Source: an optimization exercise on an open RTL-to-GDS flow (aim: small area and a short achievable clock period). Production flows keep margins and buffers that such runs may drop. Function was checked by simulation only, so behaviour that the tests miss may differ from the original. Power and IR drop assume default switching activity.

[flow/run.sh]
#!/bin/bash
# Standard ORFS layout (the standard.sh), with the port buffers made of buf_4 cells
# instead of whatever buffer_ports picks by default (it has been picking delay cells).
set -euo pipefail
bash standard.sh finish 'BUFFER_PORTS_ARGS=-buffer_cell sky130_fd_sc_hd__buf_4' > make_finish.log 2>&1
[standard.sh]
#!/bin/bash
# synth_recipe.tcl (not shown) runs the flow's synth.tcl, then flattens the netlist and writes it again
# the make line also repeats each setting of config.mk as NAME=value (left out here)
make -C /OpenROAD-flow-scripts/flow DESIGN_CONFIG=/design/flow/config.mk WORK_HOME=/design/flow/orfs CLKGATE_MAP_FILE= SYNTH_SCRIPT=/design/flow/synth_recipe.tcl "${@:-finish}"
[config.mk]
export PLATFORM = sky130hd
export DESIGN_NAME = mem_responder_top
export DESIGN_NICKNAME = mem_responder_top
export VERILOG_FILES = /design/flow/design.v
export SDC_FILE = /design/flow/constraint.sdc
export NUM_CORES = 4
export LEC_CHECK = 0
export ABC_CLOCK_PERIOD_IN_PS = 2200
export CAP_MARGIN = 20
export CORE_MARGIN = 2
export CORE_UTILIZATION = 50
export CTS_BUF_LIST = sky130_fd_sc_hd__clkbuf_8
export CTS_CLUSTER_DIAMETER = 50
export CTS_CLUSTER_SIZE = 10
export SETUP_SLACK_MARGIN = 2.3
export SLEW_MARGIN = 20
export SYNTH_HIERARCHICAL = 1
export TNS_END_PERCENT = 10
[constraint.sdc]
create_clock -name core_clock -period 4.5 [get_ports {clk}]
set_input_delay 0.9000 -clock core_clock [delete_from_list [all_inputs] [get_ports {clk}]]
set_output_delay 0.9000 -clock core_clock [all_outputs]
set_load 0.01 [all_outputs]
[design.v]
module mem_responder_top (
    input  logic       clk,
    input  logic       rst,
    input  logic       req,
    input  logic       we,
    input  logic [7:0] addr,
    input  logic [7:0] wdata,
    output logic [7:0] rdata,
    output logic       ack,
    output logic       err,
    output logic       busy
);
    mem_responder #(.DW(8), .AW(8), .DEPTH(200), .WAIT(2)) u_resp (
        .clk(clk), .rst(rst), .req(req), .we(we), .addr(addr), .wdata(wdata),
        .rdata(rdata), .ack(ack), .err(err), .busy(busy));
endmodule

module mem_responder #(
    parameter int DW    = 8,
    parameter int AW    = 8,
    parameter int DEPTH = 256,
    parameter int WAIT  = 2
) (
    input  logic          clk,
    input  logic          rst,
    input  logic          req,
    input  logic          we,
    input  logic [AW-1:0] addr,
    input  logic [DW-1:0] wdata,
    output logic [DW-1:0] rdata,
    output logic          ack,
    output logic          err,
    output logic          busy
);
    localparam int NR = 66;      
    localparam int NG = 5;       
    logic       busy_q, ack_q, err_q;
    logic [1:0] st_q;            
    logic          wr_q, inr_q;
    logic [2:0]    tp_q;         
    logic          w1_q;         
    logic [15:0]   lo_q;
    logic [NG-1:0] gr_q;
    logic [2:0]    xr_q;
    logic [DW-1:0] wdata_q;
    logic [DW-1:0] rdata_q;
    logic [2:0] ph_q;            
    logic       ph2_q;
    logic       wp1_q, pre_q;
    logic [DW-1:0] x2 [2];       
    logic [DW-1:0] t1;           
    logic [DW-1:0] grpb [4];     
    logic [DW-1:0] grpx_q;       
    logic          a_hi, a_inr;
    logic [1:0]    a_word;
    logic [2:0]    a_tp;
    logic [15:0]   a_lo;
    logic [NG-1:0] a_gr;
    logic [2:0]    a_xr;
    assign a_hi  = (addr[7:6] == 2'b11);
    assign a_inr = !a_hi || (addr[5:3] == 3'd0);
    always_comb begin
        for (int i = 0; i < 16; i++) a_lo[i] = (addr[3:0] == 4'(i));
        for (int g = 0; g < 4; g++) a_gr[g] = !a_hi && (addr[5:4] == 2'(g));
        a_gr[4] = a_hi && (addr[5:3] == 3'd0);
        a_xr[0] = (addr[2:0] == 3'd0) || (addr[2:0] == 3'd1) || (addr[2:0] == 3'd2);
        a_xr[1] = (addr[2:0] == 3'd3) || (addr[2:0] == 3'd4) || (addr[2:0] == 3'd5);
        a_xr[2] = (addr[2:0] == 3'd6) || (addr[2:0] == 3'd7);
        if (!a_hi) a_word = addr[7:6];
        else case (addr[2:0])
            3'd0, 3'd3, 3'd6: a_word = 2'd0;
            3'd1, 3'd4, 3'd7: a_word = 2'd1;
            default:          a_word = 2'd2;
        endcase
        case (a_word)
            2'd0:    a_tp = 3'b100;
            2'd1:    a_tp = 3'b010;
            default: a_tp = 3'b001;
        endcase
    end
    logic          stage2, accessing, commit, win, preset;
    logic          at_tap_q, at_next_q;    
    logic          is2_q;                  
    logic [2:0]    xr_sel;
    logic [NR:64]  rsel;
    logic [DW-1:0] rd;
    assign rsel[64] = gr_q[4] && xr_q[0];
    assign rsel[65] = gr_q[4] && xr_q[1];
    assign rsel[66] = gr_q[4] && xr_q[2];
    assign stage2    = busy_q && !ack_q && (st_q == 2'd2);
    assign accessing = busy_q && !ack_q && (st_q == 2'd3);
    assign commit    = accessing && !rst && wr_q;
    assign win       = ((stage2 || accessing) && !rst) || wp1_q;
    assign preset    = wr_q && at_tap_q && win;
    assign xr_sel = busy_q ? xr_q : a_xr;
    logic [DW-1:0] grp_x;
    always_comb begin
        grp_x = '0;
        for (int i = 0; i < 2; i++)
            if (xr_sel[i]) grp_x = grp_x | x2[i];
        if (xr_sel[2]) grp_x = grp_x | t1;
    end
    always_comb begin
        rd = '0;
        for (int g = 0; g < NG; g++)
            if (gr_q[g]) rd = rd | (g < 4 ? grpb[g % 4] : grpx_q);
    end
    logic restore;
    logic [DW-1:0] setd_x;
    assign restore = accessing && rst;
    assign setd_x  = restore ? grpx_q : wdata_q;
    logic [2:0] ph_d, tp_d;
    logic       ph2_d, w1_d, is2_d;
    assign ph_d  = {ph_q[1], ph_q[0], !(ph_q[1] || ph_q[0])};
    assign ph2_d = !ph2_q;
    assign tp_d  = busy_q ? tp_q : a_tp;
    assign w1_d  = busy_q ? w1_q : a_word[0];
    assign is2_d = busy_q ? is2_q : (a_gr[4] && a_xr[2]);
    always_ff @(posedge clk) begin
        at_tap_q  <= is2_d ? (w1_d ^ ph2_d) : |(tp_d & ph_d);
        at_next_q <= is2_d ? !(w1_d ^ ph2_d) : |({tp_d[1:0], tp_d[2]} & ph_d);
        ph_q  <= ph_d;
        ph2_q <= !ph2_q;
        wp1_q <= commit;
        pre_q <= preset;
        grpx_q <= grp_x;
    end
    always_ff @(posedge clk) begin
        if (rst) begin
            busy_q <= 1'b0;
            ack_q  <= 1'b0;
            err_q  <= 1'b0;
            st_q   <= 2'd0;
        end else if (!busy_q) begin
            if (req) begin
                busy_q <= 1'b1;
                st_q   <= 2'd1;
            end
        end else if (!ack_q) begin
            if (st_q == 2'd3) begin
                ack_q <= 1'b1;
                err_q <= !inr_q;
                st_q  <= 2'd0;
            end else begin
                st_q <= st_q + 2'd1;
            end
        end else if (!req) begin
            busy_q <= 1'b0;
            ack_q  <= 1'b0;
            err_q  <= 1'b0;
        end
    end
    always_ff @(posedge clk) begin
        if (!busy_q) begin
            wr_q    <= we && a_inr;
            inr_q   <= a_inr;
            tp_q    <= a_tp;
            w1_q    <= a_word[0];
            is2_q   <= a_gr[4] && a_xr[2];
            lo_q    <= a_lo;
            gr_q    <= a_gr;
            xr_q    <= a_xr;
            wdata_q <= wdata;
        end
    end
    always_ff @(posedge clk) begin
        if (!ack_q && at_next_q) rdata_q <= rd;
    end
    for (genvar g = 0; g < 4; g++) begin : g_bank
        mem_responder_bank #(.DW(DW)) u_bank (
            .clk(clk), .idle(!busy_q), .a_lo(a_lo), .lo_q(lo_q),
            .pre(preset && gr_q[g]), .set(pre_q && gr_q[g]), .restore(restore),
            .wdata_q(wdata_q), .grp_q(grpb[g]));
    end
    for (genvar i = 0; i < 2; i++) begin : g_xring
        mem_responder_ring3 #(.DW(DW)) u_ring (
            .clk(clk), .pre(preset && rsel[64 + i]), .set(pre_q && rsel[64 + i]),
            .nd(~setd_x), .tap(x2[i]));
    end
    mem_responder_ring2 #(.DW(DW)) u_ring2 (
        .clk(clk), .pre(preset && rsel[NR]), .set(pre_q && rsel[NR]), .nd(~setd_x), .tap(t1));
    assign rdata = rdata_q;
    assign ack   = ack_q;
    assign err   = err_q;
    assign busy  = busy_q;
endmodule
module mem_responder_bank #(
    parameter int DW = 8
) (
    input  logic          clk,
    input  logic          idle,
    input  logic [15:0]   a_lo,
    input  logic [15:0]   lo_q,
    input  logic          pre,
    input  logic          set,
    input  logic          restore,
    input  logic [DW-1:0] wdata_q,
    output logic [DW-1:0] grp_q
);
    logic [DW-1:0] tap [16];
    logic [DW-1:0] setd, grp_d;
    logic [15:0]   lo_sel;
    assign setd   = restore ? grp_q : wdata_q;
    assign lo_sel = idle ? a_lo : lo_q;
    for (genvar i = 0; i < 16; i++) begin : g_ring
        mem_responder_ring3 #(.DW(DW)) u_ring (
            .clk(clk), .pre(pre && lo_q[i]), .set(set && lo_q[i]), .nd(~setd), .tap(tap[i]));
    end
    always_comb begin
        grp_d = '0;
        for (int i = 0; i < 16; i++)
            if (lo_sel[i]) grp_d = grp_d | tap[i];
    end
    always_ff @(posedge clk) grp_q <= grp_d;
endmodule
module mem_responder_ring3 #(
    parameter int DW = 8
) (
    input  logic          clk,
    input  logic          pre,
    input  logic          set,
    input  logic [DW-1:0] nd,
    output logic [DW-1:0] tap
);
    logic [DW-1:0] q0, q1, q2;
    always_ff @(posedge clk) begin
        q0 <= ~(q2 | {DW{pre}});
        q1 <= ~(q0 | ({DW{set}} & nd));
        q2 <= q1;
    end
    assign tap = q2;
endmodule
module mem_responder_ring2 #(
    parameter int DW = 8
) (
    input  logic          clk,
    input  logic          pre,
    input  logic          set,
    input  logic [DW-1:0] nd,
    output logic [DW-1:0] tap
);
    logic [DW-1:0] q0, q1;
    always_ff @(posedge clk) begin
        q0 <= ~(q1 | {DW{pre}});
        q1 <= ~(q0 | ({DW{set}} & nd));
    end
    assign tap = q1;
endmodule
==> impl_metrics.env, run 1 <==
export IMPL_sw_frac_of_total=0.227
export IMPL_r2r_end="u_resp.g_bank[2].u_bank.grp_q[5]"
export IMPL_status="no timing/DRC/antenna violations"
export IMPL_cp_depth=1
export IMPL_skew_ns=0.0332
export IMPL_hpwl_um=73700
export IMPL_worstSetupEndpointType="output pin"
export IMPL_nets=3799
export IMPL_grt_met1_usage=0.362
export IMPL_power_density_nw_per_um2=490
export IMPL_crit_end="rdata[1]"
export IMPL_cts_buffers=189
export IMPL_rrSetupSlack_ns=2.09
export IMPL_critPathKind="register to output pin"
export IMPL_drv_cap=0
export IMPL_critPathLaunchType="register"
export IMPL_clock_sinks=1699
export IMPL_layout_commonest_cell="dfxtp_1"
export IMPL_grt_max_degree=23
export IMPL_fmax_mhz=411
export IMPL_drive_above_1_share=0.158
export IMPL_hp_class="primary input to register"
export IMPL_startpoint="u_resp.rdata_q[1]"
export IMPL_totalWireLength_um=120000
export IMPL_drt_initial_drc_count=2260
export IMPL_place_congestion=0.827
export IMPL_crit_path_max_fanout=1
export IMPL_synthArstFlopShare=0
export IMPL_setup_viol=0
export IMPL_pwr_share_seq=0.602
export IMPL_met3_usage=0.0475
export IMPL_top_usage_layer="met2"
export IMPL_fin_area_um2=51600
export IMPL_grtUsageMet2=0.369
export IMPL_min_period_ns=2.43
export IMPL_synth_ff_type="dfxtp_1"
export IMPL_die_width_um=309
export IMPL_ys_seq_area_frac=0.738
export IMPL_htreeDepth=4
export IMPL_setup_tns_ns=0
export IMPL_ys_ff_latch=1699
export IMPL_drc=0
export IMPL_die_h_um=309
export IMPL_final_cell_mix="dfxtp_1, nor2_1, a21oi_1"
export IMPL_grt_pass1_wl_um=174000
export IMPL_synth_nets=3638
export IMPL_antenna_found_initial=7
export IMPL_drt_pass1_iterations=7
export IMPL_cp_required_ns=3.60
export IMPL_hold_viol_final=0
export IMPL_clockBufferDepth=3
export IMPL_dpl_cell_area_um2=47300
export IMPL_track_usage=0.249
export IMPL_syn_avg_cell_area_um2=12.9
export IMPL_cts_root_buf="clkbuf_8"
export IMPL_worstMarginPinSlew_ns=1.21
export IMPL_clock_latency_ns=0.85
export IMPL_path_cells="buf_6"
export IMPL_syn2layout_area_growth_pct=10.7
export IMPL_synth_cell_type_count=49
export IMPL_p_int_mw=19.6
export IMPL_cts_tree="done"
export IMPL_r2r_start="u_resp.busy_q"
export IMPL_slew_violations=0
export IMPL_die_area_um2=95600
export IMPL_synthCells=3616
export IMPL_max_stage_delay_ns=0.51
export IMPL_io_buffers=30
export IMPL_clkTransAtPathRegs_ns=0.07
export IMPL_critPathSlowestCell="edfxtp_1"
export IMPL_initial_utilization=0.507
export IMPL_rsz0062_at_grt="yes"
export IMPL_synth_area_um2=46600
export IMPL_std_cell_rows=111
export IMPL_power_switching_mw=5.73
export IMPL_vias=27319
export IMPL_irDropWorstVdd_v=0.000367
export IMPL_slew_headroom=0.187
export IMPL_cp_arrival_ns=1.53
export IMPL_post_route_period_util=0.541
export IMPL_combPwrFrac=0.047
export IMPL_core_region_area_um2=91900
export IMPL_rr_worst_depth=7
export IMPL_routed_via_density=5.40
export IMPL_ant_nets=0
export IMPL_yosys_warnings=13
export IMPL_overflow=0
export IMPL_first_global_vias=26740
export IMPL_critical_path_buf_inv_count=1
export IMPL_holdPathStages=1
export IMPL_synth_edf_count=39
export IMPL_wl_per_cell_um=23.6
export IMPL_clkPwrFrac=0.351
export IMPL_cp_top_family="flip-flops"
export IMPL_num_io_pins=31
export IMPL_p_leak_nw=22.7
cell families (layout without fill, tap and decap cells):
| group | count (synthesis) | in the layout | synth area share |
|---|---|---|---|
| AO/OA/AOI/OAI | 846 | 846 | 0.121 |
| XOR/XNOR | 5 | 5 | 0.000940 |
| adder cells (fa/ha/maj) | 2 | 2 | 0.000537 |
| buffers and inverters | 183 | 378 | 0.0389 |
| flip-flops | 1699 | 1699 | 0.738 |
| multiplexers | 104 | 104 | 0.0266 |
| other | 0 | 3 | 0 |
| AND/OR/NAND/NOR | 777 | 777 | 0.0734 |
worst min-delay path by stage:
stage / start / to / slack (ns)
3_5_place_dp: u_resp.g_bank[3].u_bank.g_ring[3].u_ring.q1[2] / u_resp.g_bank[3].u_bank.g_ring[3].u_ring.q2[2] / 0.31
3_3_place_gp: u_resp.g_bank[3].u_bank.g_ring[8].u_ring.q1[0] / u_resp.g_bank[3].u_bank.g_ring[8].u_ring.q2[0] / 0.31
2_1_floorplan: u_resp.g_bank[0].u_bank.g_ring[0].u_ring.q1[0] / u_resp.g_bank[0].u_bank.g_ring[0].u_ring.q2[0] / 0.31
4_1_cts: wdata[2] / u_resp.wdata_q[2] / 0.13
5_1_grt: wdata[3] / u_resp.wdata_q[3] / 0.17
6_report: wdata[2] / u_resp.wdata_q[2] / 0.23
synth_stat cells (2+ instances only):
library cell,count,area (µm²)
mux2_2,32,360
nand4_1,32,200
buf_12,4,80.1
nand3_1,2,10.0
nor2b_1,4,25.0
a21oi_2,67,587
a21oi_1,476,2380
nand2_1,19,71.3
a211oi_1,2,15.0
nand2b_1,4,25.0
a221oi_2,4,60.1
xor2_1,2,17.5
buf_6,140,1580
buf_2,3,15.0
a22o_2,4,40.0
xnor2_1,3,26.3
a22oi_1,13,97.6
and3_1,9,56.3
clkbuf_1,20,75.1
nor2_1,554,2080
ha_1,2,25.0
dfxtp_1,1660,33200
o211a_1,2,20.0
a221oi_1,124,1090
and2_1,137,857
a222oi_1,16,160
mux2i_1,40,400
o21ai_0,4,20.0
edfxtp_1,39,1170
buf_4,2,15.0
nor3_1,8,40.0
a22o_1,128,1120
inv_1,13,48.8
mux2_4,32,480
routing by layer:
metal | vias up | part of all wire | routed length, µm
li1 | 12676 | - | -
met1 | 13600 | 0.48 | 57300
met2 | 835 | 0.43 | 51500
met3 | 204 | 0.059 | 7060
met4 | 4 | 0.030 | 3590
met5 | - | 0.00023 | 27
metrics by stage:
step	hold slack, ns	std cells	setup WS [ns]	utilization	power (mW)
finish	0.229	5057	2.07	0.561	25.3
global route	0.167	5055	2.01	0.561	26.1
CTS	0.135	5038	2.02	0.558	25.4
detailed placement	0.312	4757	1.15	0.515	16.6
global placement	0.310	4757	1.17	0.515	16.6
floorplan	0.310	3616	2.10	-	16.1
sequential cells by signal, summed over array words and instances, names as in the netlist, 2 cells and up:
name and count:
u_resp.g_bank.u_bank.g_ring.u_ring.q1 512, u_resp.tp_q 3, u_resp.st_q 2, u_resp.gr_q 5, u_resp.g_bank.u_bank.g_ring.u_ring.q2 512, u_resp.g_xring.u_ring.q2 16
u_resp.wdata_q 8, u_resp.rdata_q 8, u_resp.lo_q 16, u_resp.g_xring.u_ring.q1 16, u_resp.u_ring2.q1 8, u_resp.grpx_q 8
u_resp.xr_q 3, u_resp.g_bank.u_bank.g_ring.u_ring.q0 512, u_resp.g_xring.u_ring.q0 16, u_resp.u_ring2.q0 8, u_resp.ph_q 2, u_resp.g_bank.u_bank.grp_q 32
timing repair:
item,CTS,global route
cloned,3,2
buffers inserted,53,14
endpoints found under the setup margin,1096,610
pin swaps,1,1
resized for setup,72,33
hold buffers,0,0
final cells by class:
class,count,area (µm²)
Multi-Input combinational cell,1734,11000
Inverter,14,82.6
Antenna cell,3,7.51
Tap cell,1243,1560
Timing Repair Buffer,136,1540
Timing Repair inverter,3,31.3
Clock buffer,195,2680
Sequential cell,1699,34400
Clock inverter,30,216
Fill cell,7816,40400
power by group through the flow:
| stage | registers [mW] | logic, mW | clock network [mW] |
|---|---|---|---|
| floorplan | 15.5 | 0.580 | 0 |
| global placement | 15.6 | 0.982 | 0 |
| detailed placement | 15.6 | 0.984 | 0 |
| CTS | 15.2 | 1.14 | 9.08 |
| global route | 15.2 | 1.22 | 9.69 |
| finish | 15.2 | 1.18 | 8.88 |
==> run 2, diff against run 1 <==
--- a/config.mk
+++ b/config.mk
@@ -11,5 +11,5 @@
 export CORE_UTILIZATION = 50
-export CTS_BUF_LIST = sky130_fd_sc_hd__clkbuf_8
-export CTS_CLUSTER_DIAMETER = 50
-export CTS_CLUSTER_SIZE = 10
+export CTS_BUF_LIST = sky130_fd_sc_hd__clkbuf_16
+export CTS_CLUSTER_DIAMETER = 60
+export CTS_CLUSTER_SIZE = 24
 export SETUP_SLACK_MARGIN = 2.3
==> impl_metrics.env, run 2 <==
export IMPL_status="no timing/DRC/antenna violations"
export IMPL_cts_root_buf="clkbuf_16"
export IMPL_synth_nets=3638
export IMPL_die_h_um=309
export IMPL_combPwrFrac=0.046
export IMPL_min_period_ns=2.30
export IMPL_fillCellCount=7724
export IMPL_post_route_period_util=0.512
export IMPL_grt_max_degree=26
export IMPL_nets=3694
export IMPL_synth_xor_area_share=0.000940
export IMPL_synthCells=3616
export IMPL_yosys_area_share_simple=0.0734
export IMPL_power_switching_mw=5.99
export IMPL_muxShareOfSynthArea=0.0266
export IMPL_rsz0062_at_grt="yes"
export IMPL_cts_tree="done"
export IMPL_num_io_pins=31
export IMPL_std_cell_rows=111
export IMPL_p_total_mw=25.9
export IMPL_synth_cell_type_count=49
export IMPL_dpl_worst_slack_ns=1.15
export IMPL_skew_ns=0.0349
export IMPL_hpwl_um=73700
export IMPL_clock_latency_ns=0.69
export IMPL_synth_compound_area_frac=0.121
export IMPL_r2r_start="u_resp.busy_q"
export IMPL_worstSetupEndpointType="register"
export IMPL_totalWireLength_um=118000
export IMPL_synth_most_common_cell="dfxtp_1"
export IMPL_grt_pass1_wl_um=172000
export IMPL_num_antenna_cells=0
export IMPL_place_congestion=0.827
export IMPL_overflow=0
export IMPL_syn_avg_cell_area_um2=12.9
export IMPL_drt_pass1_iterations=8
export IMPL_startpoint="addr[2]"
export IMPL_reg_top3="u_resp.g_bank.u_bank.g_ring.u_ring.q0: 512 flops, u_resp.g_bank.u_bank.g_ring.u_ring.q1: 512 flops, u_resp.g_bank.u_bank.g_ring.u_ring.q2: 512 flops"
export IMPL_hp_class="register to register"
export IMPL_syn2layout_area_growth_pct=11.4
export IMPL_slew_violations=0
export IMPL_slew_headroom=0.296
export IMPL_cts_buffers=98
export IMPL_yosys_area_top_type_share=0.713
export IMPL_critPathKind="primary input to register"
export IMPL_track_usage=0.245
export IMPL_cp_arrival_ns=2.84
export IMPL_clkTransAtPathRegs_ns=0.09
export IMPL_synth_ff_type="dfxtp_1"
export IMPL_critPathLaunchType="primary input"
export IMPL_synth_fa_ha_area_frac=0.000537
export IMPL_post_route_util=0.564
export IMPL_hp_start="u_resp.g_bank[3].u_bank.g_ring[2].u_ring.q1[0]"
export IMPL_antenna_found_initial=7
export IMPL_synth_area_um2=46600
export IMPL_setup_viol=0
export IMPL_pwr_share_seq=0.587
export IMPL_vias=26949
export IMPL_routed_via_density=5.41
export IMPL_irDropWorstVdd_v=0.000414
export IMPL_clkPwrFrac=0.367
export IMPL_ant_nets=0
export IMPL_cp_required_ns=5.03
export IMPL_io_buffers=30
export IMPL_p_int_mw=19.9
export IMPL_setup_tns_ns=0
export IMPL_p_leak_nw=22.8
export IMPL_initial_utilization=0.507
export IMPL_drt_initial_drc_count=2334
export IMPL_synth_edf_count=39
export IMPL_crit_path_max_fanout=16
export IMPL_clock_sinks=1699
export IMPL_ys_seq_area_frac=0.738
export IMPL_layout_commonest_cell="dfxtp_1"
export IMPL_final_cell_mix="dfxtp_1, nor2_1, a21oi_1"
export IMPL_first_global_vias=25985
export IMPL_synth_top_family_by_area="compound AO/OA/AOI/OAI gates"
export IMPL_ys_ff_latch=1699
export IMPL_htreeDepth=3
export IMPL_synth_top_area_cell="dfxtp_1"
export IMPL_synth_area_leaders="dfxtp_1, a21oi_1, nor2_1, buf_6, edfxtp_1"
export IMPL_drive_above_1_share=0.154
export IMPL_sw_frac_of_total=0.231
export IMPL_worstMarginPinSlew_ns=1.05
export IMPL_hold_viol_final=0
export IMPL_drv_cap=0
export IMPL_drc=0
export IMPL_die_width_um=309
export IMPL_fin_ws_ns=2.20
export IMPL_core_region_area_um2=91900
export IMPL_power_density_nw_per_um2=499
export IMPL_fmax_mhz=434
export IMPL_die_area_um2=95600
export IMPL_clockBufferDepth=3
export IMPL_worst_hold_slack_ns=0.315
export IMPL_synth_commonest_cells="dfxtp_1, nor2_1, a21oi_1, buf_6, and2_1"
export IMPL_wl_per_cell_um=23.6
export IMPL_synthArstFlopShare=0
export IMPL_yosys_warnings=13
==> run 2: cell counts after synthesis <==
Identical to the previous run, type by type.
==> run 2: stage by stage <==
step | instance area [µm²] | instances
4_1_cts | 51700 | 4981
2_1_floorplan | 47100 | 3616
3_5_place_dp | 47300 | 4757
3_3_place_gp | 47300 | 4757
6_report | 51900 | 4983
5_1_grt | 51900 | 4983
==> run 2: what timing repair did <==
item,CTS,global route
resized for setup,99,46
setup buffers,52,2
pin swaps,1,0
hold buffers,0,0
cloned,4,0
endpoints found under the setup margin,1094,645
==> run 2: path summary, 6_finish.rpt <==
check | slack, ns | end | depth (start not counted)
worst max-delay path | 2.20 | u_resp.g_bank[3].u_bank.grp_q[0] | 8
worst min-delay path | 0.32 | u_resp.g_bank[3].u_bank.g_ring[2].u_ring.q2[0] | 0
worst max register to register | 2.26 | u_resp.g_bank[2].u_bank.grp_q[7] | 6
worst min register to register | 0.32 | u_resp.g_bank[3].u_bank.g_ring[2].u_ring.q2[0] | 0
==> run 2: critical path: stages <==
cell	delay (ns)
buf_4	0.18
nand2b_1	0.18
nor3_1	0.08
buf_4	0.22
mux2_2	0.39
a22o_1	0.22
a221oi_1	0.44
nand4_1	0.20
==> run 2: power by group through the flow <==
stage                     Clock, mW  Sequential [mW]  Combinational [mW]
after floorplan                   0             15.5               0.580
after global placement            0             15.6               0.982
after detailed placement          0             15.6               0.984
after CTS                      9.66             15.2                1.15
after global routing           10.2             15.2                1.23
final                          9.50             15.2                1.18
==> run 2: kinds of logic (layout without fill, tap and decap cells) <==
logic type               after synthesis  count (layout)
AO/OA/AOI/OAI                        846             846
XOR/XNOR                               5               5
adder cells (fa/ha/maj)                2               2
buffers and inverters                183             307
flip-flops                          1699            1699
multiplexers                         104             104
AND/OR/NAND/NOR                      777             777
==> run 2: area by class of cell <==
cell class | count | area [µm²] | area share
clock buffers | 102 | 2550 | 0.0492
clock inverters | 66 | 598 | 0.0115
repair inverters | 2 | 17.5 | 0.000338
flip-flops and latches | 1699 | 34400 | 0.663
well taps | 1243 | 1560 | 0.0300
multi-input cells | 1734 | 11200 | 0.217
inverters | 14 | 72.6 | 0.00140
repair buffers | 123 | 1430 | 0.0276
==> run 2: metal layers <==
layer | track usage | vias to the layer above | share of wire
li1 | - | 12556 | -
met1 | 0.365 | 13482 | 0.48
met2 | 0.369 | 765 | 0.43
met3 | 0.0351 | 142 | 0.059
met4 | 0.0735 | 4 | 0.025
met5 | 0 | - | 0.00025
==> run 3, diff against run 2 <==
--- a/config.mk
+++ b/config.mk
@@ -10,3 +10,3 @@
 export CORE_MARGIN = 2
-export CORE_UTILIZATION = 50
+export CORE_UTILIZATION = 76
 export CTS_BUF_LIST = sky130_fd_sc_hd__clkbuf_16
==> impl_metrics.env, run 3 <==
export IMPL_status="no timing/DRC/antenna violations"
export IMPL_max_stage_delay_ns=0.76
export IMPL_cp_top_family="simple AND/OR/NAND/NOR gates"
export IMPL_synth_cell_type_count=49
export IMPL_slew_headroom=0.359
export IMPL_synth_ff_type="dfxtp_1"
export IMPL_dpl_cell_area_um2=46600
export IMPL_layout_commonest_cell="dfxtp_1"
export IMPL_drt_pass1_iterations=6
export IMPL_cp_arrival_ns=2.98
export IMPL_worstSetupEndpointType="register"
export IMPL_wl_per_cell_um=26.5
export IMPL_grt_max_degree=30
export IMPL_rr_worst_depth=8
export IMPL_drc=0
export IMPL_antenna_found_initial=8
export IMPL_nets=3671
export IMPL_setup_viol=0
export IMPL_critical_path_buf_inv_count=2
export IMPL_ys_ff_latch=1699
export IMPL_rsz0062_at_grt="yes"
export IMPL_clkTransAtPathRegs_ns=0.09
export IMPL_overflow=0
export IMPL_first_global_vias=28153
export IMPL_die_width_um=252
export IMPL_hpwl_um=70100
export IMPL_irDropWorstVdd_v=0.000402
export IMPL_cp_required_ns=5.09
export IMPL_die_h_um=252
export IMPL_min_period_ns=2.39
export IMPL_drive_above_1_share=0.150
export IMPL_std_cell_rows=90
export IMPL_crit_path_max_fanout=14
export IMPL_slew_violations=0
export IMPL_fmax_mhz=419
export IMPL_cts_root_buf="clkbuf_16"
export IMPL_synth_commonest_cells="dfxtp_1, nor2_1, a21oi_1, buf_6, and2_1"
export IMPL_drv_cap=0
export IMPL_cts_tree="done"
export IMPL_track_usage=0.358
export IMPL_rrSetupSlack_ns=2.15
export IMPL_power_density_nw_per_um2=480
export IMPL_synthArstFlopShare=0
export IMPL_ant_nets=0
export IMPL_worstMarginPinSlew_ns=0.958
export IMPL_fin_area_um2=50700
export IMPL_syn_avg_cell_area_um2=12.9
export IMPL_vias=28191
export IMPL_drt_initial_drc_count=2892
export IMPL_die_area_um2=63300
export IMPL_io_buffers=30
export IMPL_num_io_pins=31
export IMPL_skew_ns=0.0240
export IMPL_place_congestion=0.889
export IMPL_synth_most_common_cell="dfxtp_1"
export IMPL_yosys_warnings=13
export IMPL_synth_top_area_cell="dfxtp_1"
export IMPL_critPathKind="primary input to register"
export IMPL_holdPathStages=0
export IMPL_setup_tns_ns=0
export IMPL_p_leak_nw=22.4
export IMPL_initial_utilization=0.770
export IMPL_r2r_start="u_resp.busy_q"
export IMPL_clockBufferDepth=3
export IMPL_synthCells=3616
export IMPL_critPathSlowestCell="nor2_1"
export IMPL_yosys_area_top_type_share=0.713
export IMPL_post_route_period_util=0.530
export IMPL_reg_top3="u_resp.g_bank.u_bank.g_ring.u_ring.q0: 512 flops, u_resp.g_bank.u_bank.g_ring.u_ring.q1: 512 flops, u_resp.g_bank.u_bank.g_ring.u_ring.q2: 512 flops"
export IMPL_ys_seq_area_frac=0.738
export IMPL_syn2layout_area_growth_pct=8.90
export IMPL_routed_via_density=6.34
export IMPL_postCtsHoldBufs=0
export IMPL_clock_latency_ns=0.67
export IMPL_synth_edf_count=39
export IMPL_hp_start="u_resp.g_bank[1].u_bank.g_ring[0].u_ring.q1[7]"
export IMPL_htreeDepth=3
export IMPL_totalWireLength_um=118000
export IMPL_cts_buffers=81
export IMPL_hold_viol_final=0
export IMPL_hp_class="register to register"
export IMPL_synth_area_um2=46600
export IMPL_path_cells="buf_4, inv_1, nand2_2, nor2_1, mux2_2, a221oi_1, nand4_1"
export IMPL_hold_path_endpoint="u_resp.g_bank[1].u_bank.g_ring[0].u_ring.q2[7]"
export IMPL_synth_nets=3638
export IMPL_core_region_area_um2=60500
export IMPL_critPathLaunchType="primary input"
export IMPL_clock_sinks=1699
export IMPL_grt_pass1_wl_um=170000
export IMPL_final_cell_mix="dfxtp_1, nor2_1, a21oi_1"
export IMPL_synth_area_leaders="dfxtp_1, a21oi_1, nor2_1, buf_6, edfxtp_1"
export IMPL_r2r_end="u_resp.g_bank[1].u_bank.grp_q[4]"
## run 3: metal layers
| layer | vias to the layer above | global-route usage | share of wire |
|---|---|---|---|
| li1 | 12415 | - | - |
| met1 | 13920 | 0.477 | 0.39 |
| met2 | 1465 | 0.565 | 0.46 |
| met3 | 379 | 0.0773 | 0.095 |
| met4 | 12 | 0.167 | 0.050 |
| met5 | - | 0 | 0.00069 |
## run 3: stage by stage
step           setup WS (ns)  hold WS [ns]  instances  power, mW   util
3_3_place_gp            1.24         0.310       4276       16.5  0.771
3_5_place_dp            1.16         0.312       4276       16.5  0.771
5_1_grt                 2.11         0.331       4449       24.9  0.839
2_1_floorplan           2.10         0.310       3616       16.1      -
4_1_cts                 2.20         0.325       4418       24.2  0.828
6_report                2.11         0.326       4450       24.4  0.839
## run 3: worst max-delay path by stage
stage / from / endpoint / slack [ns] / cells after the start
after global routing: u_resp.busy_q / u_resp.g_bank[1].u_bank.grp_q[4] / 2.11 / 8
final: addr[1] / u_resp.g_bank[0].u_bank.grp_q[4] / 2.11 / 7
after floorplan: rst / u_resp.g_bank[0].u_bank.g_ring[0].u_ring.q1[5] / 2.10 / 7
after global placement: rst / u_resp.g_bank[2].u_bank.g_ring[13].u_ring.q1[7] / 1.24 / 6
after CTS: u_resp.busy_q / u_resp.g_bank[3].u_bank.g_ring[10].u_ring.q0[0] / 2.20 / 8
after detailed placement: rst / u_resp.g_bank[2].u_bank.g_ring[11].u_ring.q1[7] / 1.16 / 6
## run 3: timing repair
item	CTS	global route
pin swaps	1	5
buffers inserted	39	23
setup endpoints to repair	1089	730
gates resized for setup	138	80
cloned	2	8
## run 3: final cells by class
type | count | area [µm²]
repair buffers | 114 | 1400
clock inverters | 16 | 119
flip-flops and latches | 1699 | 34400
fillers | 3063 | 9730
diodes | 1 | 2.50
repair inverters | 1 | 11.3
multi-input cells | 1738 | 11600
clock buffers | 85 | 2130
inverters | 14 | 82.6
well taps | 782 | 978
## run 3: logic make-up after synthesis
family	Yosys count	share of synthesized area
xor gates and xnor gates	5	0.000940
AOI/OAI and AO/OA	846	0.121
and+or+nand+nor	777	0.0734
muxes	104	0.0266
adders and majority gates	2	0.000537
buffers and inverters	183	0.0389
DFF	1699	0.738
## run 3: where the power goes
group	leakage, nW	switching (mW)	internal (mW)
Sequential	14.2	0.121	15.1
Clock	1.14	4.44	3.47
Combinational	7.03	0.719	0.495
==> run 4, diff against run 3 <==
--- a/config.mk
+++ b/config.mk
@@ -10,3 +10,3 @@
 export CORE_MARGIN = 2
-export CORE_UTILIZATION = 76
+export CORE_UTILIZATION = 66
 export CTS_BUF_LIST = sky130_fd_sc_hd__clkbuf_16
==> impl_metrics.env, run 4 <==
export IMPL_rrSetupSlack_ns=2.21
export IMPL_ys_ff_latch=1699
export IMPL_syn2layout_area_growth_pct=9.55
export IMPL_io_buffers=30
export IMPL_clkTransAtPathRegs_ns=0.10
export IMPL_clock_sinks=1699
export IMPL_drc=0
export IMPL_yosys_warnings=13
export IMPL_grt_pass1_wl_um=173000
export IMPL_p_leak_nw=22.5
export IMPL_critPathLaunchType="primary input"
export IMPL_slew_violations=0
export IMPL_slew_headroom=0.258
export IMPL_hp_class="register to register"
export IMPL_p_int_mw=19.4
export IMPL_power_switching_mw=5.60
export IMPL_synth_top_area_cell="dfxtp_1"
export IMPL_synth_area_um2=46600
export IMPL_overflow=0
export IMPL_rsz0062_at_grt="yes"
export IMPL_worstSetupEndpointType="register"
export IMPL_yosys_area_top_type_share=0.713
export IMPL_drt_initial_drc_count=2820
export IMPL_wl_per_cell_um=25.3
export IMPL_ant_nets=0
export IMPL_hold_viol_final=0
export IMPL_synthArstFlopShare=0
export IMPL_critPathKind="primary input to register"
export IMPL_layout_commonest_cell="dfxtp_1"
export IMPL_core_region_area_um2=69900
export IMPL_setup_viol=0
export IMPL_synth_edf_count=39
export IMPL_synth_most_common_cell="dfxtp_1"
export IMPL_routed_via_density=5.99
export IMPL_cp_arrival_ns=2.84
export IMPL_pwr_share_seq=0.610
export IMPL_reg_top3="u_resp.g_bank.u_bank.g_ring.u_ring.q0: 512 flops, u_resp.g_bank.u_bank.g_ring.u_ring.q1: 512 flops, u_resp.g_bank.u_bank.g_ring.u_ring.q2: 512 flops"
export IMPL_layoutNonFillerInstCount=4629
export IMPL_initial_utilization=0.666
export IMPL_drv_cap=0
export IMPL_die_area_um2=72700
export IMPL_nets=3664
export IMPL_cp_required_ns=5.03
export IMPL_hpwl_um=76600
export IMPL_post_route_util=0.730
export IMPL_num_io_pins=31
export IMPL_std_cell_rows=97
export IMPL_place_congestion=0.895
export IMPL_combPwrFrac=0.048
export IMPL_irDropWorstVdd_v=0.000361
export IMPL_totalWireLength_um=117000
export IMPL_cts_tree="done"
export IMPL_antenna_found_initial=1
export IMPL_ys_seq_area_frac=0.738
export IMPL_post_route_period_util=0.513
export IMPL_syn_avg_cell_area_um2=12.9
export IMPL_drt_pass1_iterations=8
export IMPL_die_width_um=270
export IMPL_clockBufferDepth=3
export IMPL_vias=27713
export IMPL_synth_commonest_cells="dfxtp_1, nor2_1, a21oi_1, buf_6, and2_1"
export IMPL_setup_tns_ns=0
export IMPL_cts_buffers=87
export IMPL_dpl_cell_count=4441
export IMPL_min_period_ns=2.31
export IMPL_synth_cell_type_count=49
export IMPL_drive_above_1_share=0.148
export IMPL_final_cell_mix="dfxtp_1, nor2_1, a21oi_1"
export IMPL_cts_root_buf="clkbuf_16"
export IMPL_grt_max_degree=35
export IMPL_synthCells=3616
export IMPL_crit_path_max_fanout=13
export IMPL_status="no timing/DRC/antenna violations"
export IMPL_worstMarginPinSlew_ns=1.11
export IMPL_htreeDepth=3
export IMPL_first_global_vias=27627
export IMPL_die_h_um=270
export IMPL_synth_area_leaders="dfxtp_1, a21oi_1, nor2_1, buf_6, edfxtp_1"
export IMPL_skew_ns=0.0286
export IMPL_synth_ff_type="dfxtp_1"
export IMPL_track_usage=0.315
export IMPL_clock_latency_ns=0.67
export IMPL_power_density_nw_per_um2=490
export IMPL_clkPwrFrac=0.343
export IMPL_sw_frac_of_total=0.224
export IMPL_synth_nets=3638
export IMPL_fmax_mhz=433
[run 4: cell types whose count changed in the layout (fill, tap and decap cells not counted), sizes merged]
cell / previous run / this run
bufinv: 1 / 2
and2: 140 / 138
o211a: 3 / 2
clkinv: 3 / 14
clkbuf: 88 / 91
clkinvlp: 1 / 3
inv: 26 / 40
buf: 110 / 103
[run 4: cell type report]
type	count	area, µm²
timing repair buffer	105	1200
clock buffer	90	2250
fill	4770	18900
antenna	1	2.50
inverter	14	72.6
tap	940	1180
multi-input combinational	1735	11600
sequential	1699	34400
clock inverter	45	360
[run 4: power groups by stage]
stage / clock network (mW) / logic (mW) / registers [mW]
4_1_cts: 8.64 / 1.08 / 15.2
6_report: 8.57 / 1.20 / 15.2
3_5_place_dp: 0 / 0.964 / 15.6
3_3_place_gp: 0 / 0.958 / 15.6
5_1_grt: 9.19 / 1.23 / 15.3
2_1_floorplan: 0 / 0.580 / 15.5
[run 4: stage by stage]
step	total power [mW]	setup WS [ns]	hold WS (ns)	instance area, µm²
final	25.0	2.19	0.314	51000
after global routing	25.7	2.17	0.314	51000
after CTS	25.0	2.02	0.309	50300
after detailed placement	16.6	1.14	0.312	46900
after global placement	16.6	1.22	0.310	46900
after floorplan	16.1	2.10	0.310	47100
[run 4: final timing paths]
check,from,cells after the start,to
hold / removal,u_resp.g_bank[2].u_bank.g_ring[13].u_ring.q1[3],0,u_resp.g_bank[2].u_bank.g_ring[13].u_ring.q2[3]
setup / recovery,addr[0],9,u_resp.g_bank[3].u_bank.grp_q[5]
setup reg to reg,u_resp.busy_q,6,u_resp.g_bank[0].u_bank.grp_q[7]
hold reg to reg,u_resp.g_bank[2].u_bank.g_ring[13].u_ring.q1[3],0,u_resp.g_bank[2].u_bank.g_ring[13].u_ring.q2[3]
[run 4: what timing repair did]
item	CTS	global route
setup buffers	44	5
hold buffers	0	0
pin swaps	1	0
cloned	1	2
resized for setup	48	133
setup endpoints to repair	1100	751
[run 4: layer usage]
metal | vias up | global-route usage | wire length (µm)
met3 | 207 | 0.0560 | 8810
met5 | - | 0 | 0
met4 | 0 | 0.0943 | 3510
li1 | 12434 | - | -
met2 | 1102 | 0.482 | 52500
met1 | 13970 | 0.460 | 52600
[run 4: cell families after synthesis]
logic type / count (synthesis) / share of synthesized area
xor+xnor: 5 / 0.000940
flops: 1699 / 0.738
fa+ha+maj: 2 / 0.000537
mux: 104 / 0.0266
simple gates: 777 / 0.0734
buf+inv: 183 / 0.0389
compound gates: 846 / 0.121
[run 4: worst max-delay path, cell delays in order]
cell and delay, ns:
buf_4 0.18, nand2_2 0.19, nor3_2 0.07, buf_4 0.22, mux2_2 0.41, a22o_1 0.28
a221oi_1 0.28, buf_4 0.22, nand4_1 0.09
==> run 5, diff against run 4 <==
--- a/config.mk
+++ b/config.mk
@@ -10,3 +10,3 @@
 export CORE_MARGIN = 2
-export CORE_UTILIZATION = 66
+export CORE_UTILIZATION = 62
 export CTS_BUF_LIST = sky130_fd_sc_hd__clkbuf_16
==> impl_metrics.env, run 5 <==
export IMPL_status="no timing/DRC/antenna violations"
export IMPL_hp_class="register to register"
export IMPL_synth_top_family_by_area="compound AO/OA/AOI/OAI gates"
export IMPL_worstMarginPinSlew_ns=0.996
export IMPL_std_cell_rows=100
export IMPL_skew_ns=0.0242
export IMPL_core_region_area_um2=74400
export IMPL_clock_sinks=1699
export IMPL_highest_layer="met4"
export IMPL_clockBufferDepth=3
export IMPL_ys_seq_area_frac=0.738
export IMPL_setup_tns_ns=0
export IMPL_wl_per_cell_um=25.1
export IMPL_syn2layout_area_growth_pct=9.51
export IMPL_totalWireLength_um=117000
export IMPL_synthCells=3616
export IMPL_layout_commonest_cell="dfxtp_1"
export IMPL_synth_xor_area_share=0.000940
export IMPL_cts_buffers=88
export IMPL_die_width_um=278
export IMPL_irDropWorstVdd_v=0.000393
export IMPL_first_global_vias=27234
export IMPL_ant_nets=0
export IMPL_rsz0062_at_grt="yes"
export IMPL_routed_via_density=5.89
export IMPL_overflow=0
export IMPL_clkPwrFrac=0.352
export IMPL_power_switching_mw=5.58
export IMPL_synthArstFlopShare=0
export IMPL_die_h_um=278
export IMPL_worstSetupEndpointType="output pin"
export IMPL_critPathKind="register to output pin"
export IMPL_max_stage_delay_ns=0.52
export IMPL_yosys_warnings=13
export IMPL_min_period_ns=2.27
export IMPL_htreeDepth=3
export IMPL_die_area_um2=77400
export IMPL_drt_initial_drc_count=2403
export IMPL_clkTransAtPathRegs_ns=0.09
export IMPL_cts_root_buf="clkbuf_16"
export IMPL_synth_top_area_cell="dfxtp_1"
export IMPL_hold_viol_final=0
export IMPL_drv_cap=0
export IMPL_cp_arrival_ns=1.37
export IMPL_p_int_mw=19.7
export IMPL_critical_path_buf_inv_count=1
export IMPL_drive_above_1_share=0.150
export IMPL_yosys_area_share_simple=0.0734
export IMPL_post_route_period_util=0.505
export IMPL_critPathLaunchType="register"
export IMPL_synth_ff_type="dfxtp_1"
export IMPL_cp_required_ns=3.60
export IMPL_ys_ff_latch=1699
export IMPL_fmax_mhz=440
export IMPL_synth_most_common_cell="dfxtp_1"
export IMPL_fillCellCount=5350
export IMPL_wl_met3_um=7710
export IMPL_postCtsHoldBufs=0
export IMPL_slew_violations=0
export IMPL_route_met2_wl_um=52100
export IMPL_sw_frac_of_total=0.221
export IMPL_num_io_pins=31
export IMPL_synth_compound_area_frac=0.121
export IMPL_crit_path_max_fanout=1
export IMPL_pwr_share_seq=0.603
export IMPL_drt_pass1_iterations=8
export IMPL_hpwl_um=74000
export IMPL_grt_pass1_wl_um=172000
export IMPL_final_cell_mix="dfxtp_1, nor2_1, a21oi_1"
export IMPL_yosys_area_top_type_share=0.713
export IMPL_synth_fa_ha_area_frac=0.000537
export IMPL_cp_top_family="flip-flops"
export IMPL_synth_area_um2=46600
export IMPL_muxShareOfSynthArea=0.0266
export IMPL_antenna_found_initial=2
export IMPL_p_leak_nw=22.4
export IMPL_combPwrFrac=0.046
export IMPL_synth_area_leaders="dfxtp_1, a21oi_1, nor2_1, buf_6, edfxtp_1"
export IMPL_initial_utilization=0.626
export IMPL_synth_commonest_cells="dfxtp_1, nor2_1, a21oi_1, buf_6, and2_1"
export IMPL_num_antenna_cells=0
export IMPL_clock_latency_ns=0.66
export IMPL_track_usage=0.295
export IMPL_wl_met1_um=52800
export IMPL_syn_avg_cell_area_um2=12.9
export IMPL_cts_tree="done"
export IMPL_place_congestion=0.840
export IMPL_vias=27405
export IMPL_synth_nets=3638
export IMPL_power_density_nw_per_um2=495
export IMPL_io_buffers=30
export IMPL_slew_headroom=0.334
export IMPL_post_route_util=0.685
export IMPL_reg_top3="u_resp.g_bank.u_bank.g_ring.u_ring.q0: 512 flops, u_resp.g_bank.u_bank.g_ring.u_ring.q1: 512 flops, u_resp.g_bank.u_bank.g_ring.u_ring.q2: 512 flops"
export IMPL_grt_max_degree=43
export IMPL_synth_edf_count=39
export IMPL_setup_viol=0
export IMPL_drc=0
export IMPL_synth_cell_type_count=49
export IMPL_nets=3666
export IMPL_critPathSlowestCell="edfxtp_1"
export IMPL_path_cells="buf_4"
[run 5: cell counts after synthesis]
No cell type changed its count.
[run 5: final timing paths]
kind                                                  start                                              to  slack (ns)  cells after the start
max                                       u_resp.rdata_q[3]                                        rdata[3]        2.23                      1
min          u_resp.g_bank[3].u_bank.g_ring[9].u_ring.q1[4]  u_resp.g_bank[3].u_bank.g_ring[9].u_ring.q2[4]        0.32                      0
max reg2reg                                   u_resp.busy_q                u_resp.g_bank[2].u_bank.grp_q[3]        2.28                      6
min reg2reg  u_resp.g_bank[3].u_bank.g_ring[9].u_ring.q1[4]  u_resp.g_bank[3].u_bank.g_ring[9].u_ring.q2[4]        0.32                      0
[run 5: repair_timing]
action                      CTS  global route
gates resized for setup      62           113
pin swaps                     1             0
setup endpoints to repair  1090           578
buffers inserted             47             4
gates cloned                  0             3
[run 5: cells by family (layout without fill, tap and decap cells)]
kind of cell             count (synthesis)  count (layout)
flip-flops                            1699            1699
AO/OA/AOI/OAI                          846             846
AND/OR/NAND/NOR                        777             778
buffers and inverters                  183             250
multiplexers                           104             104
XOR/XNOR                                 5               5
adder cells (fa/ha/maj)                  2               2
[run 5: per-layer routing]
layer,vias up,GRT usage
met1,13806,0.424
li1,12431,-
met3,225,0.0463
met2,943,0.455
met4,0,0.103
met5,-,0
[run 5: power by group through the flow]
stage / clock network, mW / logic, mW / registers, mW
6_report: 8.89 / 1.15 / 15.2
5_1_grt: 9.50 / 1.19 / 15.2
4_1_cts: 8.98 / 1.07 / 15.2
3_5_place_dp: 0 / 0.963 / 15.6
3_3_place_gp: 0 / 0.958 / 15.6
2_1_floorplan: 0 / 0.580 / 15.5
[run 5: stage by stage]
| step | total power [mW] | instance area [µm²] | worst slack [ns] | hold slack [ns] | cells |
|---|---|---|---|---|---|
| after global routing | 25.9 | 51000 | 2.18 | 0.320 | 4653 |
| final | 25.3 | 51000 | 2.23 | 0.319 | 4653 |
| after detailed placement | 16.6 | 46900 | 0.917 | 0.312 | 4469 |
| after global placement | 16.5 | 46900 | 1.00 | 0.310 | 4469 |
| after floorplan | 16.1 | 47100 | 2.10 | 0.310 | 3616 |
| after CTS | 25.3 | 50500 | 2.08 | 0.322 | 4646 |
[run 5: layout make-up]
type	instances	area, µm²	share of cell area
timing repair inverter	2	22.5	0.000441
sequential	1699	34400	0.674
timing repair buffer	104	1120	0.0219
clock inverter	38	458	0.00897
tap	969	1210	0.0238
clock buffer	92	2300	0.0451
inverter	14	82.6	0.00162
multi-input combinational	1735	11400	0.224
==> run 6, diff against run 5 <==
--- a/config.mk
+++ b/config.mk
@@ -12,4 +12,4 @@
 export CTS_BUF_LIST = sky130_fd_sc_hd__clkbuf_16
-export CTS_CLUSTER_DIAMETER = 60
-export CTS_CLUSTER_SIZE = 24
+export CTS_CLUSTER_DIAMETER = 70
+export CTS_CLUSTER_SIZE = 30
 export SETUP_SLACK_MARGIN = 2.3
==> impl_metrics.env, run 6 <==
export IMPL_setup_tns_ns=0
export IMPL_cp_top_family="simple AND/OR/NAND/NOR gates"
export IMPL_vias=27195
export IMPL_post_route_period_util=0.536
export IMPL_clkTransAtPathRegs_ns=0.11
export IMPL_synth_edf_count=39
export IMPL_core_region_area_um2=74400
export IMPL_hpwl_um=74000
export IMPL_yosys_warnings=13
export IMPL_p_total_mw=23.6
export IMPL_setup_viol=0
export IMPL_skew_ns=0.0281
export IMPL_critPathSlowestCell="nor2_1"
export IMPL_antenna_found_initial=4
export IMPL_power_switching_mw=5.20
export IMPL_status="no timing/DRC/antenna violations"
export IMPL_synth_area_leaders="dfxtp_1, a21oi_1, nor2_1, buf_6, edfxtp_1"
export IMPL_drt_pass1_iterations=8
export IMPL_path_cells="buf_4, nand2b_1, nor2_1, mux2_2, a221oi_1, nand4_1"
export IMPL_critPathLaunchType="primary input"
export IMPL_critical_path_buf_inv_count=1
export IMPL_num_antenna_cells=0
export IMPL_irDropWorstVdd_v=0.000370
export IMPL_totalWireLength_um=115000
export IMPL_cts_buffers=67
export IMPL_rsz0062_at_grt="yes"
export IMPL_clockBufferDepth=3
export IMPL_synth_most_common_cell="dfxtp_1"
export IMPL_dpl_worst_slack_ns=0.917
export IMPL_overflow=0
export IMPL_htreeDepth=3
export IMPL_synth_cell_type_count=49
export IMPL_clock_sinks=1699
export IMPL_std_cell_rows=100
export IMPL_synth_nets=3638
export IMPL_yosys_area_top_type_share=0.713
export IMPL_drc=0
export IMPL_drv_cap=0
export IMPL_hp_class="register to register"
export IMPL_crit_path_max_fanout=13
export IMPL_cp_arrival_ns=3.00
export IMPL_die_h_um=278
export IMPL_wl_per_cell_um=25.0
export IMPL_synth_commonest_cells="dfxtp_1, nor2_1, a21oi_1, buf_6, and2_1"
export IMPL_track_usage=0.292
export IMPL_sw_frac_of_total=0.220
export IMPL_nets=3642
export IMPL_combPwrFrac=0.048
export IMPL_synth_area_um2=46600
export IMPL_power_density_nw_per_um2=473
export IMPL_cts_tree="done"
export IMPL_slew_violations=0
export IMPL_worstSetupEndpointType="register"
export IMPL_grt_pass1_wl_um=170000
export IMPL_fillCellCount=5467
export IMPL_reg_top3="u_resp.g_bank.u_bank.g_ring.u_ring.q0: 512 flops, u_resp.g_bank.u_bank.g_ring.u_ring.q1: 512 flops, u_resp.g_bank.u_bank.g_ring.u_ring.q2: 512 flops"
export IMPL_min_period_ns=2.41
export IMPL_syn2layout_area_growth_pct=7.21
export IMPL_first_global_vias=26812
export IMPL_critPathKind="primary input to register"
export IMPL_clkPwrFrac=0.308
export IMPL_place_congestion=0.840
export IMPL_hold_viol_final=0
export IMPL_ys_ff_latch=1699
export IMPL_max_stage_delay_ns=0.80
export IMPL_drt_initial_drc_count=2609
export IMPL_routed_via_density=5.90
export IMPL_slew_headroom=0.330
export IMPL_grt_max_degree=43
export IMPL_synth_ff_type="dfxtp_1"
export IMPL_drive_above_1_share=0.130
export IMPL_postCtsHoldBufs=0
export IMPL_num_io_pins=31
export IMPL_io_buffers=30
export IMPL_pwr_share_seq=0.645
export IMPL_p_leak_nw=21.9
export IMPL_p_int_mw=18.4
export IMPL_syn_avg_cell_area_um2=12.9
export IMPL_worstMarginPinSlew_ns=1.00
export IMPL_ys_seq_area_frac=0.738
export IMPL_cp_required_ns=5.08
export IMPL_fin_ws_ns=2.09
export IMPL_final_cell_mix="dfxtp_1, nor2_1, a21oi_1"
export IMPL_die_area_um2=77400
export IMPL_die_width_um=278
export IMPL_cts_root_buf="clkbuf_16"
export IMPL_synthCells=3616
export IMPL_synthArstFlopShare=0
export IMPL_ant_nets=0
export IMPL_clock_latency_ns=0.66
export IMPL_synth_top_area_cell="dfxtp_1"
export IMPL_fmax_mhz=414
export IMPL_layout_commonest_cell="dfxtp_1"
export IMPL_initial_utilization=0.626
[run 6: changes by cell type in the layout (fill, tap and decap cells not counted), sizes merged]
cell      before  now
clkinv        12    6
bufinv         6    0
clkinvlp       2    3
and2         138  137
inv           34   25
clkbuf        93   70
[run 6: path summary, 6_finish.rpt]
path / from / end / slack (ns) / cells past startpoint
worst max-delay path: addr[0] / u_resp.g_bank[2].u_bank.grp_q[4] / 2.09 / 6
worst min-delay path: u_resp.g_bank[3].u_bank.g_ring[12].u_ring.q1[6] / u_resp.g_bank[3].u_bank.g_ring[12].u_ring.q2[6] / 0.32 / 0
worst max register to register: u_resp.busy_q / u_resp.g_bank[2].u_bank.grp_q[3] / 2.19 / 6
worst min register to register: u_resp.g_bank[3].u_bank.g_ring[12].u_ring.q1[6] / u_resp.g_bank[3].u_bank.g_ring[12].u_ring.q2[6] / 0.32 / 0
[run 6: metrics by stage]
stage           util  instance area [µm²]  instances  hold WS [ns]
2_1_floorplan      -                47100       3616         0.310
3_3_place_gp   0.630                46900       4469         0.310
3_5_place_dp   0.630                46900       4469         0.312
4_1_cts        0.666                49600       4603         0.322
5_1_grt        0.671                50000       4609         0.333
6_report       0.671                50000       4609         0.324
[run 6: kinds of logic after synthesis]
kind of cell | Yosys count | synth area share
fa+ha+maj | 2 | 0.000537
simple gates | 777 | 0.0734
flops | 1699 | 0.738
buf+inv | 183 | 0.0389
mux | 104 | 0.0266
xor+xnor | 5 | 0.000940
compound gates | 846 | 0.121
[run 6: per-layer routing]
metal | GRT usage | routed length (µm) | up-vias
met5 | 0 | 11 | -
met4 | 0.0947 | 3440 | 2
met3 | 0.0439 | 7520 | 186
met2 | 0.453 | 51800 | 910
met1 | 0.424 | 52400 | 13747
li1 | - | - | 12350
[run 6: power groups by stage]
| stage | clock network, mW | registers [mW] | logic, mW |
|---|---|---|---|
| global placement | 0 | 15.6 | 0.958 |
| CTS | 7.37 | 15.2 | 1.07 |
| floorplan | 0 | 15.5 | 0.580 |
| detailed placement | 0 | 15.6 | 0.963 |
| global route | 7.87 | 15.2 | 1.16 |
| finish | 7.28 | 15.2 | 1.12 |
[run 6: repair_timing]
| action | in CTS | in global routing |
|---|---|---|
| gates resized for setup | 49 | 83 |
| cloned | 0 | 1 |
| endpoints found under the setup margin | 1090 | 1079 |
| setup buffers | 45 | 5 |
[run 6: layout make-up]
type | instances | area, µm² | share of cell area
multi-input combinational | 1734 | 11200 | 0.224
timing repair inverter | 1 | 11.3 | 0.000225
clock inverter | 19 | 143 | 0.00286
tap | 969 | 1210 | 0.0243
inverter | 14 | 82.6 | 0.00165
clock buffer | 70 | 1750 | 0.0351
sequential | 1699 | 34400 | 0.689
timing repair buffer | 103 | 1160 | 0.0232
==> run 7, diff against run 6 <==
--- a/config.mk
+++ b/config.mk
@@ -10,3 +10,3 @@
 export CORE_MARGIN = 2
-export CORE_UTILIZATION = 62
+export CORE_UTILIZATION = 70
 export CTS_BUF_LIST = sky130_fd_sc_hd__clkbuf_16
==> impl_metrics.env, run 7 <==
export IMPL_status="no timing/DRC/antenna violations"
export IMPL_p_total_mw=23.6
export IMPL_slew_headroom=0.381
export IMPL_synth_ff_type="dfxtp_1"
export IMPL_track_usage=0.327
export IMPL_setup_viol=0
export IMPL_max_stage_delay_ns=0.57
export IMPL_vias=27399
export IMPL_antenna_found_initial=4
export IMPL_synth_area_leaders="dfxtp_1, a21oi_1, nor2_1, buf_6, edfxtp_1"
export IMPL_synthCells=3616
export IMPL_synth_area_um2=46600
export IMPL_yosys_warnings=13
export IMPL_drt_pass1_iterations=6
export IMPL_initial_utilization=0.707
export IMPL_layoutNonFillerInstCount=4508
export IMPL_ant_nets=0
export IMPL_drv_cap=0
export IMPL_worst_hold_slack_ns=0.326
export IMPL_rsz0062_at_grt="yes"
export IMPL_cts_buffers=67
export IMPL_die_h_um=262
export IMPL_path_cells="buf_4, nand2_2, nor3_4, mux2_2, a22o_2, a221oi_1, nand4_1"
export IMPL_first_global_vias=27077
export IMPL_cts_root_buf="clkbuf_16"
export IMPL_cp_required_ns=5.00
export IMPL_irDropWorstVdd_v=0.000412
export IMPL_critPathSlowestCell="a221oi_1"
export IMPL_grt_pass1_wl_um=168000
export IMPL_hpwl_um=72300
export IMPL_final_cell_mix="dfxtp_1, nor2_1, a21oi_1"
export IMPL_synth_nets=3638
export IMPL_wl_per_cell_um=25.2
export IMPL_min_period_ns=2.35
export IMPL_overflow=0
export IMPL_hp_class="register to register"
export IMPL_std_cell_rows=94
export IMPL_layout_commonest_cell="dfxtp_1"
export IMPL_crit_path_max_fanout=13
export IMPL_io_buffers=30
export IMPL_fmax_mhz=426
export IMPL_die_width_um=262
export IMPL_hold_viol_final=0
export IMPL_num_io_pins=31
export IMPL_drt_initial_drc_count=2520
export IMPL_cp_top_family="compound AO/OA/AOI/OAI gates"
export IMPL_synth_commonest_cells="dfxtp_1, nor2_1, a21oi_1, buf_6, and2_1"
export IMPL_cts_tree="done"
export IMPL_setup_tns_ns=0
export IMPL_ys_seq_area_frac=0.738
export IMPL_die_area_um2=68600
export IMPL_slew_violations=0
export IMPL_post_route_period_util=0.521
export IMPL_routed_via_density=6.08
export IMPL_nets=3649
export IMPL_clockBufferDepth=3
export IMPL_place_congestion=0.864
export IMPL_clock_latency_ns=0.67
export IMPL_htreeDepth=3
export IMPL_drive_above_1_share=0.143
export IMPL_clkTransAtPathRegs_ns=0.12
export IMPL_critPathKind="primary input to register"
export IMPL_skew_ns=0.0345
export IMPL_synthArstFlopShare=0
export IMPL_reg_top3="u_resp.g_bank.u_bank.g_ring.u_ring.q0: 512 flops, u_resp.g_bank.u_bank.g_ring.u_ring.q1: 512 flops, u_resp.g_bank.u_bank.g_ring.u_ring.q2: 512 flops"
export IMPL_critPathLaunchType="primary input"
export IMPL_worstSetupEndpointType="register"
export IMPL_synth_most_common_cell="dfxtp_1"
export IMPL_grt_max_degree=32
export IMPL_worstMarginPinSlew_ns=0.929
export IMPL_clock_sinks=1699
export IMPL_core_region_area_um2=65900
export IMPL_critical_path_buf_inv_count=1
export IMPL_synth_cell_type_count=49
export IMPL_dpl_cell_count=4366
export IMPL_totalWireLength_um=114000
export IMPL_synth_top_area_cell="dfxtp_1"
export IMPL_syn_avg_cell_area_um2=12.9
export IMPL_syn2layout_area_growth_pct=7.73
export IMPL_drc=0
export IMPL_ys_ff_latch=1699
export IMPL_cp_arrival_ns=2.84
export IMPL_power_density_nw_per_um2=470
export IMPL_p_leak_nw=22.1
export IMPL_synth_edf_count=39
export IMPL_yosys_area_top_type_share=0.713
## run 7: cell counts after synthesis
Identical to the previous run, type by type.
## run 7: path summary, 6_finish.rpt
kind,start,to,slack [ns],cells past startpoint
min reg2reg,u_resp.g_bank[3].u_bank.g_ring[11].u_ring.q1[0],u_resp.g_bank[3].u_bank.g_ring[11].u_ring.q2[0],0.33,0
min,u_resp.g_bank[3].u_bank.g_ring[11].u_ring.q1[0],u_resp.g_bank[3].u_bank.g_ring[11].u_ring.q2[0],0.33,0
max,addr[0],u_resp.g_bank[1].u_bank.grp_q[7],2.15,7
max reg2reg,u_resp.busy_q,u_resp.g_bank[3].u_bank.grp_q[1],2.18,7
## run 7: area by class of cell
cell class	instances	area [µm²]
Antenna cell	1	2.50
Clock buffer	68	1700
Clock inverter	17	128
Fill cell	4188	15700
Inverter	14	72.6
Multi-Input combinational cell	1735	11500
Sequential cell	1699	34400
Tap cell	864	1080
Timing Repair Buffer	109	1290
Timing Repair inverter	1	8.76
## run 7: routing by layer
metal / vias to the layer above / wire length, µm / track usage
li1: 12368 / - / -
met1: 13648 / 48900 / 0.463
met2: 1132 / 51100 / 0.503
met3: 245 / 9380 / 0.0666
met4: 6 / 4160 / 0.118
met5: - / 34 / 0
## run 7: report_power, final
part | switching, mW | internal, mW | total, mW
combinational | 0.710 | 0.480 | 1.19
sequential | 0.110 | 15.1 | 15.2
clock | 4.33 | 2.84 | 7.17
## run 7: metrics by stage
stage	area (µm²)	setup slack, ns	utilization
CTS	49800	2.18	0.756
global placement	46800	1.17	0.710
global route	50200	2.19	0.762
floorplan	47100	2.10	-
detailed placement	46800	1.09	0.710
finish	50200	2.15	0.762
## run 7: what timing repair did
action	4_1_cts	5_1_grt
hold buffers	0	0
pin swaps	1	2
gates cloned	3	2
setup buffers	51	0
endpoints found under the setup margin	1066	1065
resized for setup	98	97
## run 7: worst reg2reg max path, cell delays in order, from the launching register on
cell and delay [ns]:
dfxtp_2 0.35, buf_12 0.15, inv_16 0.14, bufbuf_16 0.32, mux2_2 0.45, a22o_1 0.22, a221oi_1 0.40, nand4_1 0.18
## run 7: cell families (layout without fill, tap and decap cells)
group | Yosys count | in the layout | synth area share
XOR/XNOR | 5 | 5 | 0.000940
other | 0 | 1 | 0
multiplexers | 104 | 104 | 0.0266
adder cells (fa/ha/maj) | 2 | 2 | 0.000537
buffers and inverters | 183 | 209 | 0.0389
AND/OR/NAND/NOR | 777 | 778 | 0.0734
flip-flops | 1699 | 1699 | 0.738
AO/OA/AOI/OAI | 846 | 846 | 0.121
==> run 8, diff against run 7 <==
--- a/config.mk
+++ b/config.mk
@@ -12,4 +12,5 @@
 export CTS_BUF_LIST = sky130_fd_sc_hd__clkbuf_16
-export CTS_CLUSTER_DIAMETER = 70
-export CTS_CLUSTER_SIZE = 30
+export CTS_CLUSTER_DIAMETER = 60
+export CTS_CLUSTER_SIZE = 24
+export PLACE_DENSITY = 0.85
 export SETUP_SLACK_MARGIN = 2.3
==> impl_metrics.env, run 8 <==
export IMPL_status="no timing/DRC/antenna violations"
export IMPL_drv_cap=0
export IMPL_routed_via_density=6.28
export IMPL_grt_pass1_wl_um=172000
export IMPL_overflow=0
export IMPL_cp_required_ns=5.03
export IMPL_hold_viol_final=0
export IMPL_clkTransAtPathRegs_ns=0.10
export IMPL_dpl_cell_count=4361
export IMPL_layout_commonest_cell="dfxtp_1"
export IMPL_synth_area_leaders="dfxtp_1, a21oi_1, nor2_1, buf_6, edfxtp_1"
export IMPL_clockBufferDepth=3
export IMPL_cts_buffers=81
export IMPL_antenna_found_initial=5
export IMPL_syn_avg_cell_area_um2=12.9
export IMPL_synthCells=3616
export IMPL_critPathLaunchType="register"
export IMPL_critPathMostFrequentCell="nor2_1"
export IMPL_power_density_nw_per_um2=480
export IMPL_cts_tree="done"
export IMPL_post_route_period_util=0.527
export IMPL_ys_seq_area_frac=0.738
export IMPL_post_route_util=0.772
export IMPL_worstMarginPinSlew_ns=1.09
export IMPL_synth_cell_type_count=49
export IMPL_initial_utilization=0.707
export IMPL_critPathKind="register to register"
export IMPL_hold_path_endpoint="u_resp.g_bank[3].u_bank.g_ring[6].u_ring.q2[0]"
export IMPL_core_region_area_um2=65900
export IMPL_cts_root_buf="clkbuf_16"
export IMPL_holdPathStages=0
export IMPL_rr_worst_depth=7
export IMPL_io_buffers=30
export IMPL_setup_tns_ns=0
export IMPL_rrSetupSlack_ns=2.13
export IMPL_die_h_um=262
export IMPL_grt_max_degree=26
export IMPL_slew_headroom=0.269
export IMPL_std_cell_rows=94
export IMPL_synth_commonest_cells="dfxtp_1, nor2_1, a21oi_1, buf_6, and2_1"
export IMPL_die_width_um=262
export IMPL_setup_viol=0
export IMPL_hp_start="u_resp.g_bank[3].u_bank.g_ring[6].u_ring.q1[0]"
export IMPL_ant_nets=0
export IMPL_clock_latency_ns=0.66
export IMPL_postCtsHoldBufs=0
export IMPL_htreeDepth=3
export IMPL_drive_above_1_share=0.144
export IMPL_synth_ff_type="dfxtp_1"
## run 8: changes by cell type in the layout (fill, tap and decap cells not counted), moves of 6 or more
cell       change
mux2_4         +6
clkbuf_16     +16
mux2_2         -6
buf_4         +20
inv_1          +8
buf_12         +8
and2_1        +37
and2_2        -39
## run 8: layer usage
metal / GRT usage / up-vias / routed length, µm
li1: - / 12457 / -
met1: 0.444 / 14039 / 46200
met2: 0.525 / 1697 / 54300
met3: 0.0708 / 387 / 11800
met4: 0.173 / 0 / 6410
met5: 0 / - / 0
## run 8: metrics by stage
| stage | hold slack [ns] | power (mW) | worst slack (ns) |
|---|---|---|---|
| 5_1_grt | 0.313 | 25.0 | 2.10 |
| 6_report | 0.312 | 24.4 | 2.13 |
| 3_5_place_dp | 0.312 | 16.5 | 1.09 |
| 2_1_floorplan | 0.310 | 16.1 | 2.10 |
| 3_3_place_gp | 0.310 | 16.5 | 1.18 |
| 4_1_cts | 0.308 | 24.2 | 2.14 |
## run 8: worst max path at each step
stage                                                 endpoint  cells past startpoint  slack, ns          start
5_1_grt         u_resp.g_bank[1].u_bank.g_ring[6].u_ring.q0[2]                      7       2.10   u_resp.ack_q
6_report       u_resp.g_bank[2].u_bank.g_ring[15].u_ring.q0[6]                      7       2.13   u_resp.ack_q
3_3_place_gp   u_resp.g_bank[2].u_bank.g_ring[12].u_ring.q1[5]                      6       1.18            rst
2_1_floorplan   u_resp.g_bank[0].u_bank.g_ring[0].u_ring.q1[5]                      7       2.10            rst
4_1_cts                       u_resp.g_bank[0].u_bank.grp_q[6]                      6       2.14  u_resp.busy_q
3_5_place_dp    u_resp.g_bank[1].u_bank.g_ring[1].u_ring.q1[0]                      6       1.09            rst
## run 8: logic make-up after synthesis
kind of cell	synth area share
flip-flops	0.738
adder cells (fa/ha/maj)	0.000537
XOR/XNOR	0.000940
buffers and inverters	0.0389
AND/OR/NAND/NOR	0.0734
multiplexers	0.0266
AO/OA/AOI/OAI	0.121
## run 8: timing repair
action | 4_1_cts | 5_1_grt
endpoints found under the setup margin | 1069 | 1017
cloned | 1 | 1
pin swaps | 0 | 6
gates resized for setup | 82 | 94
setup buffers | 50 | 34
## run 8: layout make-up
cell class / instances / area (µm²)
diodes: 3 / 7.51
clock buffers: 85 / 2130
clock inverters: 19 / 134
fillers: 3508 / 15000
inverters: 14 / 82.6
multi-input cells: 1735 / 11500
flip-flops and latches: 1699 / 34400
well taps: 864 / 1080
repair buffers: 134 / 1490
repair inverters: 1 / 8.76
## run 8: power by group
| part | internal [mW] | leakage, nW | switching (mW) |
|---|---|---|---|
| clock network | 3.47 | 1.16 | 4.49 |
| logic | 0.500 | 7.06 | 0.751 |
| registers | 15.1 | 14.2 | 0.101 |

Re-timed with assumed drivers on the ports (clkbuf_16 on the clock, buf_2 on other inputs), run 8 has 2.107 ns of setup slack against 2.129 ns with ideal ports, and 1.482 ns once port delays also move by the mid clock arrival of 0.707 ns.
